What follows belongs to an exercise in optimizing a design on an open flow for small area, a short achievable clock period and few clock cycles per item; a production flow would make more cautious choices. In this exercise RTL edits were held to simulation tests only and were not proved equivalent to the original.

==> flow/design.v <==
`default_nettype none
package nccPkg;
	parameter int FracBits = 5;
	typedef struct packed {
		logic neg;
		logic [6:0] mag;
	} descPix_t;
	typedef union packed {
		descPix_t desc;
		logic [7:0] win;
	} pixelPayload_t;
	typedef struct packed {
		logic isDesc;
		pixelPayload_t payload;
	} inBeat_t;
	typedef struct packed {
		logic zero;
		logic [2:0] exp;
		logic [FracBits-1:0] frac;
	} logWord_t;
	typedef struct packed {
		logic valid;
		logic isDesc;
		logic neg;
		logWord_t lw;
	} decoded_t;
	typedef struct packed {
		logic neg;
		logWord_t lw;
	} tapWord_t;
endpackage
`default_nettype wire
`timescale 1ns/1ps
`default_nettype none
module logDecode (
	input logic clk,
	input logic rst,
	input logic advance,
	input nccPkg::inBeat_t inBeat,
	input logic inValid,
	output nccPkg::decoded_t dec
);
	logic [7:0] mag;
	logic [3:0] upper4;
	logic [1:0] upper2;
	logic [2:0] lead;
	logic [7:0] justified;
	nccPkg::logWord_t lwNext;
	nccPkg::decoded_t decNext;
	always_comb begin
		if (inBeat.isDesc) begin
			mag = {1'b0, inBeat.payload.desc.mag};
		end else begin
			mag = inBeat.payload.win;
		end
	end
	always_comb begin
		lead[2] = |mag[7:4];
		upper4 = lead[2] ? mag[7:4] : mag[3:0];
		lead[1] = |upper4[3:2];
		upper2 = lead[1] ? upper4[3:2] : upper4[1:0];
		lead[0] = upper2[1];
	end
	assign justified = mag << (3'd7 - lead);
	always_comb begin
		lwNext.zero = (mag == 8'd0);
		lwNext.exp = lead;
		lwNext.frac = justified[6 -: nccPkg::FracBits];
	end
	always_comb begin
		decNext.valid = inValid;
		decNext.isDesc = inBeat.isDesc;
		decNext.neg = inBeat.isDesc & inBeat.payload.desc.neg;
		decNext.lw = lwNext;
	end
	always_ff @(posedge clk or posedge rst) begin
		if (rst) begin
			dec <= '0;
		end else if (advance) begin
			dec <= decNext;
		end
	end
endmodule
`default_nettype wire
`timescale 1ns/1ps
`default_nettype none
module logTap (
	input logic clk,
	input logic rst,
	input logic shiftDesc,
	input logic shiftWin,
	input nccPkg::tapWord_t descIn,
	input nccPkg::tapWord_t winIn,
	output nccPkg::tapWord_t descOut,
	output nccPkg::tapWord_t winOut,
	output logic signed [16:0] term
);
	logic [nccPkg::FracBits:0] fracSum;
	logic [3:0] expSum;
	logic [nccPkg::FracBits+15:0] shifted;
	logic [15:0] product;
	logic negTerm;
	always_ff @(posedge clk or posedge rst) begin
		if (rst) begin
			descOut <= '0;
		end else if (shiftDesc) begin
			descOut <= descIn;
		end
	end
	always_ff @(posedge clk or posedge rst) begin
		if (rst) begin
			winOut <= '0;
		end else if (shiftWin) begin
			winOut <= winIn;
		end
	end
	always_comb begin
		fracSum = {1'b0, descOut.lw.frac} + {1'b0, winOut.lw.frac};
		expSum = {1'b0, descOut.lw.exp} + {1'b0, winOut.lw.exp} +
			{3'b000, fracSum[nccPkg::FracBits]};
		shifted = {15'd0, 1'b1, fracSum[nccPkg::FracBits-1:0]} << expSum;
		product = shifted[nccPkg::FracBits +: 16];
		negTerm = descOut.neg;
	end
	always_comb begin
		if (descOut.lw.zero || winOut.lw.zero) begin
			term = '0;
		end else if (negTerm) begin
			term = -$signed({1'b0, product});
		end else begin
			term = $signed({1'b0, product});
		end
	end
endmodule
`default_nettype wire
`timescale 1ns/1ps
`default_nettype none
module tapArray #(
	parameter int NumTaps = 8,
	localparam int ScoreBits = 17 + $clog2(NumTaps)
) (
	input logic clk,
	input logic rst,
	input logic advance,
	input nccPkg::decoded_t dec,
	output logic signed [ScoreBits-1:0] sum,
	output logic sumValid
);
	localparam int CntBits = $clog2(NumTaps) + 1;
	localparam logic [CntBits-1:0] FullCount = CntBits'(NumTaps);
	logic shiftDesc;
	logic shiftWin;
	logic [CntBits-1:0] fill;
	nccPkg::tapWord_t head;
	localparam int TW = 5 + nccPkg::FracBits;
	logic [NumTaps*TW-1:0] descFeed;
	logic [NumTaps*TW-1:0] winFeed;
	logic [NumTaps*TW-1:0] descLink;
	logic [NumTaps*TW-1:0] winLink;
	logic [NumTaps*17-1:0] terms;
	assign shiftDesc = advance && dec.valid && dec.isDesc;
	assign shiftWin = advance && dec.valid && !dec.isDesc;
	assign head.neg = dec.neg;
	assign head.lw = dec.lw;
	for (genvar i = 0; i < NumTaps; i++) begin : gTap
		if (i == 0) begin : gFirst
			assign descFeed[i*TW +: TW] = head;
			assign winFeed[i*TW +: TW] = head;
		end else begin : gNext
			assign descFeed[i*TW +: TW] = descLink[(i-1)*TW +: TW];
			assign winFeed[i*TW +: TW] = winLink[(i-1)*TW +: TW];
		end
		logTap tap (.clk, .rst, .shiftDesc, .shiftWin,
			.descIn(descFeed[i*TW +: TW]), .winIn(winFeed[i*TW +: TW]),
			.descOut(descLink[i*TW +: TW]), .winOut(winLink[i*TW +: TW]),
			.term(terms[i*17 +: 17]));
	end
	always_ff @(posedge clk or posedge rst) begin
		if (rst) begin
			fill <= '0;
			sumValid <= 1'b0;
		end else if (advance) begin
			sumValid <= shiftWin && (fill >= FullCount - 1'b1);
			if (shiftDesc) begin
				fill <= '0;
			end else if (shiftWin && fill != FullCount) begin
				fill <= fill + 1'b1;
			end
		end
	end
	always_comb begin
		sum = '0;
		for (int i = 0; i < NumTaps; i++) begin
			sum = sum + ScoreBits'($signed(terms[i*17 +: 17]));
		end
	end
endmodule
`default_nettype wire
`timescale 1ns/1ps
`default_nettype none
module scoreResult #(
	parameter int NumTaps = 8,
	localparam int ScoreBits = 17 + $clog2(NumTaps)
) (
	input logic clk,
	input logic rst,
	input logic advance,
	input logic signed [ScoreBits-1:0] sum,
	input logic sumValid,
	output logic signed [ScoreBits-1:0] score,
	output logic scoreValid
);
	always_ff @(posedge clk or posedge rst) begin
		if (rst) begin
			score <= '0;
		end else if (advance) begin
			score <= sum;
		end
	end
	always_ff @(posedge clk or posedge rst) begin
		if (rst) begin
			scoreValid <= 1'b0;
		end else if (advance) begin
			scoreValid <= sumValid;
		end
	end
endmodule
`default_nettype wire
`timescale 1ns/1ps
`default_nettype none
module nccLogTop (
	input logic clk,
	input logic rst,
	input logic [8:0] inBeat,
	input logic inValid,
	output logic inReady,
	output logic signed [19:0] score,
	output logic scoreValid,
	input logic scoreReady
);
	localparam int NumTaps = 8;
	localparam int ScoreBits = 17 + $clog2(NumTaps);
	nccPkg::inBeat_t beat;
	logic advance;
	nccPkg::decoded_t dec;
	logic signed [ScoreBits-1:0] sum;
	logic sumValid;
	assign beat = inBeat;
	assign advance = !scoreValid || scoreReady;
	assign inReady = advance;
	logDecode decode (.clk, .rst, .advance, .inBeat(beat), .inValid, .dec);
	tapArray #(
		.NumTaps(NumTaps)
	) execute (.clk, .rst, .advance, .dec, .sum, .sumValid);
	scoreResult #(
		.NumTaps(NumTaps)
	) result (.clk, .rst, .advance, .sum, .sumValid, .score, .scoreValid);
endmodule
`default_nettype wire
==> flow/run.sh <==
#!/bin/bash
# synth_recipe.tcl (not shown) runs the flow's synth.tcl, then flattens the netlist and writes it again
# the make line also repeats each setting of config.mk as NAME=value (left out here)
make -C /OpenROAD-flow-scripts/flow DESIGN_CONFIG=/design/flow/config.mk WORK_HOME=/design/flow/orfs CLKGATE_MAP_FILE= SYNTH_SCRIPT=/design/flow/synth_recipe.tcl finish
==> flow/config.mk <==
export PLATFORM = sky130hd
export DESIGN_NAME = nccLogTop
export DESIGN_NICKNAME = nccLogTop
export VERILOG_FILES = /design/flow/design.v
export SDC_FILE = /design/flow/constraint.sdc
export NUM_CORES = 4
export LEC_CHECK = 0
export CAP_MARGIN = 20
export CORE_MARGIN = 2
export CORE_UTILIZATION = 40
export SLEW_MARGIN = 20
==> flow/constraint.sdc <==
create_clock -name core_clock -period 10.0 [get_ports {clk}]
set_input_delay 2.0000 -clock core_clock [delete_from_list [all_inputs] [get_ports {clk}]]
set_output_delay 2.0000 -clock core_clock [all_outputs]
set_load 0.01 [all_outputs]
==> impl_metrics.env <==
export IMPL_grt_util_met1=0.299
export IMPL_drtPass1Iterations=5
export IMPL_grt_use_met2=0.400
export IMPL_track_usage=0.233
export IMPL_hpwl_um=48200
export IMPL_synth_distinct_cells=92
export IMPL_core_area_sq_um=50300
export IMPL_cap_viol_max_count=0
export IMPL_finalHoldViolCount=0
export IMPL_rows=82
export IMPL_netlist_instances=2412
export IMPL_synthToLayoutAreaGrowth_pct=12.8
export IMPL_grt_overflow_total=0
export IMPL_synthArstFlopShare=1.00
export IMPL_hp_class="flop to flop"
export IMPL_yosys_warnings=4
export IMPL_worst_slew_pin_slew_ns=1.04
export IMPL_worstSetupPathType="flop to flop"
export IMPL_clk_pin_slew_worst_paths_ns=0.07
export IMPL_crit_slowest_cell="fa_1"
export IMPL_drc=0
export IMPL_finalMaxSlewViolations=0
export IMPL_synth_largest_area_cell="dfrtp_1"
export IMPL_avgRoutedWirePerCell_um=19.5
export IMPL_grt_pass1_wl_um=97200
export IMPL_antenna_found_initial=0
export IMPL_syn_nets=2641
export IMPL_synthTopCellsByArea="dfrtp_1 (23%), fa_1 (11%), mux2_2 (7.3%), ha_1 (6.2%), nand2_1 (4.9%)"
export IMPL_finalCritPeriodShare=0.957
export IMPL_cts_root_buf="clkbuf_16"
export IMPL_ys_seq_elements=190
export IMPL_cp_start_kind="flop"
export IMPL_grt_use_met3=0.0352
export IMPL_vias=18200
export IMPL_insertedDiodeCount=0
export IMPL_max_slew_margin_rel=0.310
export IMPL_insertion_delay_ns=0.50
export IMPL_ys_seq_area_frac=0.233
export IMPL_synthFlopType="dfrtp_1"
export IMPL_chipHeight_um=230
export IMPL_gp_congestion=0.924
export IMPL_cts_htree_levels=4
export IMPL_ctsLongestPathBuffers=2
export IMPL_synth_edf_count=0
export IMPL_cts_tree="built"
export IMPL_cpMostUsedCell="fa_1"
export IMPL_drt_initial_drc_count=1335
export IMPL_port_buffer_count=34
export IMPL_setup_ws_ns=0.427
export IMPL_cts_buffers=17
export IMPL_vias_per_cell=5.79
export IMPL_status="finished clean"
export IMPL_initial_core_util=0.407
export IMPL_hold_buffers=0
export IMPL_grt_busiest_layer="met2"
export IMPL_fin_hold_ws_ns=0.477
export IMPL_fmax_mhz=104
export IMPL_finClkSkew_ns=0.0135
export IMPL_ant_nets=0
export IMPL_fp_dieArea_sq_um=52900
export IMPL_worst_setup_path_end_kind="flop"
export IMPL_fin_nets=2686
export IMPL_grt_max_degree=78
export IMPL_die_w_um=230
export IMPL_place_ws_ns=0.113
export IMPL_clock_sinks=190
export IMPL_layout_drive_gt1_share=0.153
export IMPL_syn_area_sq_um=20400
export IMPL_grt_pass1_vias=17600
export IMPL_max_stage_delay_ns=0.54
export IMPL_min_period_ns=9.57
export IMPL_drt_wl_total_um=61200
export IMPL_cp_max_fo=7
export IMPL_synth_top_cell_area_share=0.233
export IMPL_boundaryPins=35
export IMPL_arrival_ns=9.93
export IMPL_worstPathRequired_ns=10.35
export IMPL_synth_area_per_cell_sq_um=8.47
export IMPL_setup_viol=0
[layout by cell type (no fill, tap or decap), drive strengths merged, types with 34 or more instances in the layout]
cell type,instances
nor2,180
o21ai,143
nand3,74
clkdlybuf4s50,34
nor3,58
buf,95
xor2,64
fa,115
a31oi,37
nand2,265
dfrtp,190
inv,181
xnor2,87
nand2b,43
ha,101
mux2,134
a21oi,131
[stage by stage]
stage	std cells	area, sq um	setup TNS (ns)	util
after global placement	3099	21900	0	0.436
after CTS	3131	22500	0	0.448
after global routing	3142	23000	-0.0380	0.458
after detailed placement	3099	21900	0	0.436
after floorplan	2412	20400	0	-
final	3142	23000	0	0.458
[critical path, delay by kind of cell (launching register included)]
kind,cells,cell delay (ns)
xor gates and xnor gates,3,0.45
DFF,1,0.41
buffers and inverters,6,0.64
adders and majority gates,10,4.11
AOI/OAI and AO/OA,14,2.49
and+or+nand+nor,10,1.31
[cell usage after synthesis (12+ instances only)]
cell type	instances
mux2i_1	26
and2_1	17
inv_1	176
o22ai_1	14
nor3b_1	14
fa_1	115
xnor2_1	87
or3_1	20
nor2b_1	21
or2_2	22
a21o_1	28
a211oi_1	20
xor2_1	64
o21a_1	16
nor2_1	180
o31ai_1	30
nor3_1	58
o211ai_1	24
nor4_1	16
clkbuf_1	83
o21ai_0	137
nand2b_1	43
nand4_1	12
nand3b_1	17
nand2_1	265
ha_1	101
a31oi_1	36
mux2_2	133
and3_1	23
dfrtp_1	190
nand3_1	72
a21oi_1	130
o41ai_1	13
[logic make-up (layout without fill, tap and decap cells)]
family                   Yosys count  after routing  share of synthesized area
flip-flops                       190            190                      0.233
AO/OA/AOI/OAI                    588            588                      0.191
multiplexers                     160            160                     0.0866
AND/OR/NAND/NOR                  826            826                      0.198
XOR/XNOR                         151            151                     0.0647
adder cells (fa/ha/maj)          216            216                      0.174
buffers and inverters            281            339                     0.0522
[per-layer routing]
metal	share of wire	up-vias	wire length [um]
li1	-	8691	-
met1	0.44	8966	26900
met2	0.49	454	30100
met3	0.038	86	2310
met4	0.029	0	1810
met5	0	-	0
[state kept, by name, indices dropped and copies added (netlist names)]
| register | flops |
|---|---|
| decode.dec | 12 |
| execute.fill | 4 |
| execute.gTap.tap.descOut | 80 |
| execute.gTap.tap.winOut | 72 |
| execute.sumValid | 1 |
| result.score | 20 |
| result.scoreValid | 1 |
[path summary, 6_finish.rpt]
check	from	end	slack (ns)	depth (start not counted)
setup / recovery	execute.gTap[1].tap.descOut[2]$_DFFE_PP0P_	result.score[19]$_DFFE_PP0N_	0.43	43
hold / removal	decode.dec[9]$_DFFE_PP0N_	decode.dec[9]$_DFFE_PP0N_	0.48	2
setup reg to reg	execute.gTap[1].tap.descOut[2]$_DFFE_PP0P_	result.score[19]$_DFFE_PP0N_	0.43	43
hold reg to reg	decode.dec[9]$_DFFE_PP0N_	decode.dec[9]$_DFFE_PP0N_	0.48	2
max in group asynchronous	rst	execute.gTap[0].tap.descOut[8]$_DFFE_PP0P_	6.81	3
min in group asynchronous	rst	execute.gTap[5].tap.descOut[4]$_DFFE_PP0P_	1.95	2
[layout make-up]
| type | instances | area, sq um |
|---|---|---|
| Tap cell | 672 | 841 |
| Sequential cell | 190 | 4750 |
| Inverter | 178 | 676 |
| Clock inverter | 11 | 154 |
| Timing Repair Buffer | 129 | 1100 |
| Fill cell | 4983 | 27200 |
| Clock buffer | 21 | 450 |
| Multi-Input combinational cell | 1941 | 15100 |
[what timing repair did]
| action | 4_1_cts | 5_1_grt |
|---|---|---|
| resized for setup | 0 | 94 |
| buffers inserted | 0 | 11 |
| setup endpoints to repair | 0 | 7 |
Testbench counts, summed over its fixed seeds: cycles 3,352, items 2,848.

re-timing with driven ports:
The flow's constraints put no driver on any port. The routed layout listed below was extracted and timed again, unchanged, in two steps.
Step 1 sets driving cells, clkbuf_16 on the clock port and buf_2 on the other inputs (assumed; they add their load-dependent delay and slew).
Step 2 also shifts input and output timing later by t, the mid clock arrival at the registers, as if the neighbouring blocks saw the same clock.
Three values: no drivers, after step 1, after step 2; two values: the first two.
t (ns): 0.550
slack for setup (ns): 0.427 / 0.427 / 0.427
worst hold slack (ns): 0.477 / 0.477 / 0.477
worst data-port slew with drivers (ns): 0.07
After both steps this run still meets setup and hold. The setup slack of this run moves by 0.000 ns with the drivers and by 0.000 ns with both steps.
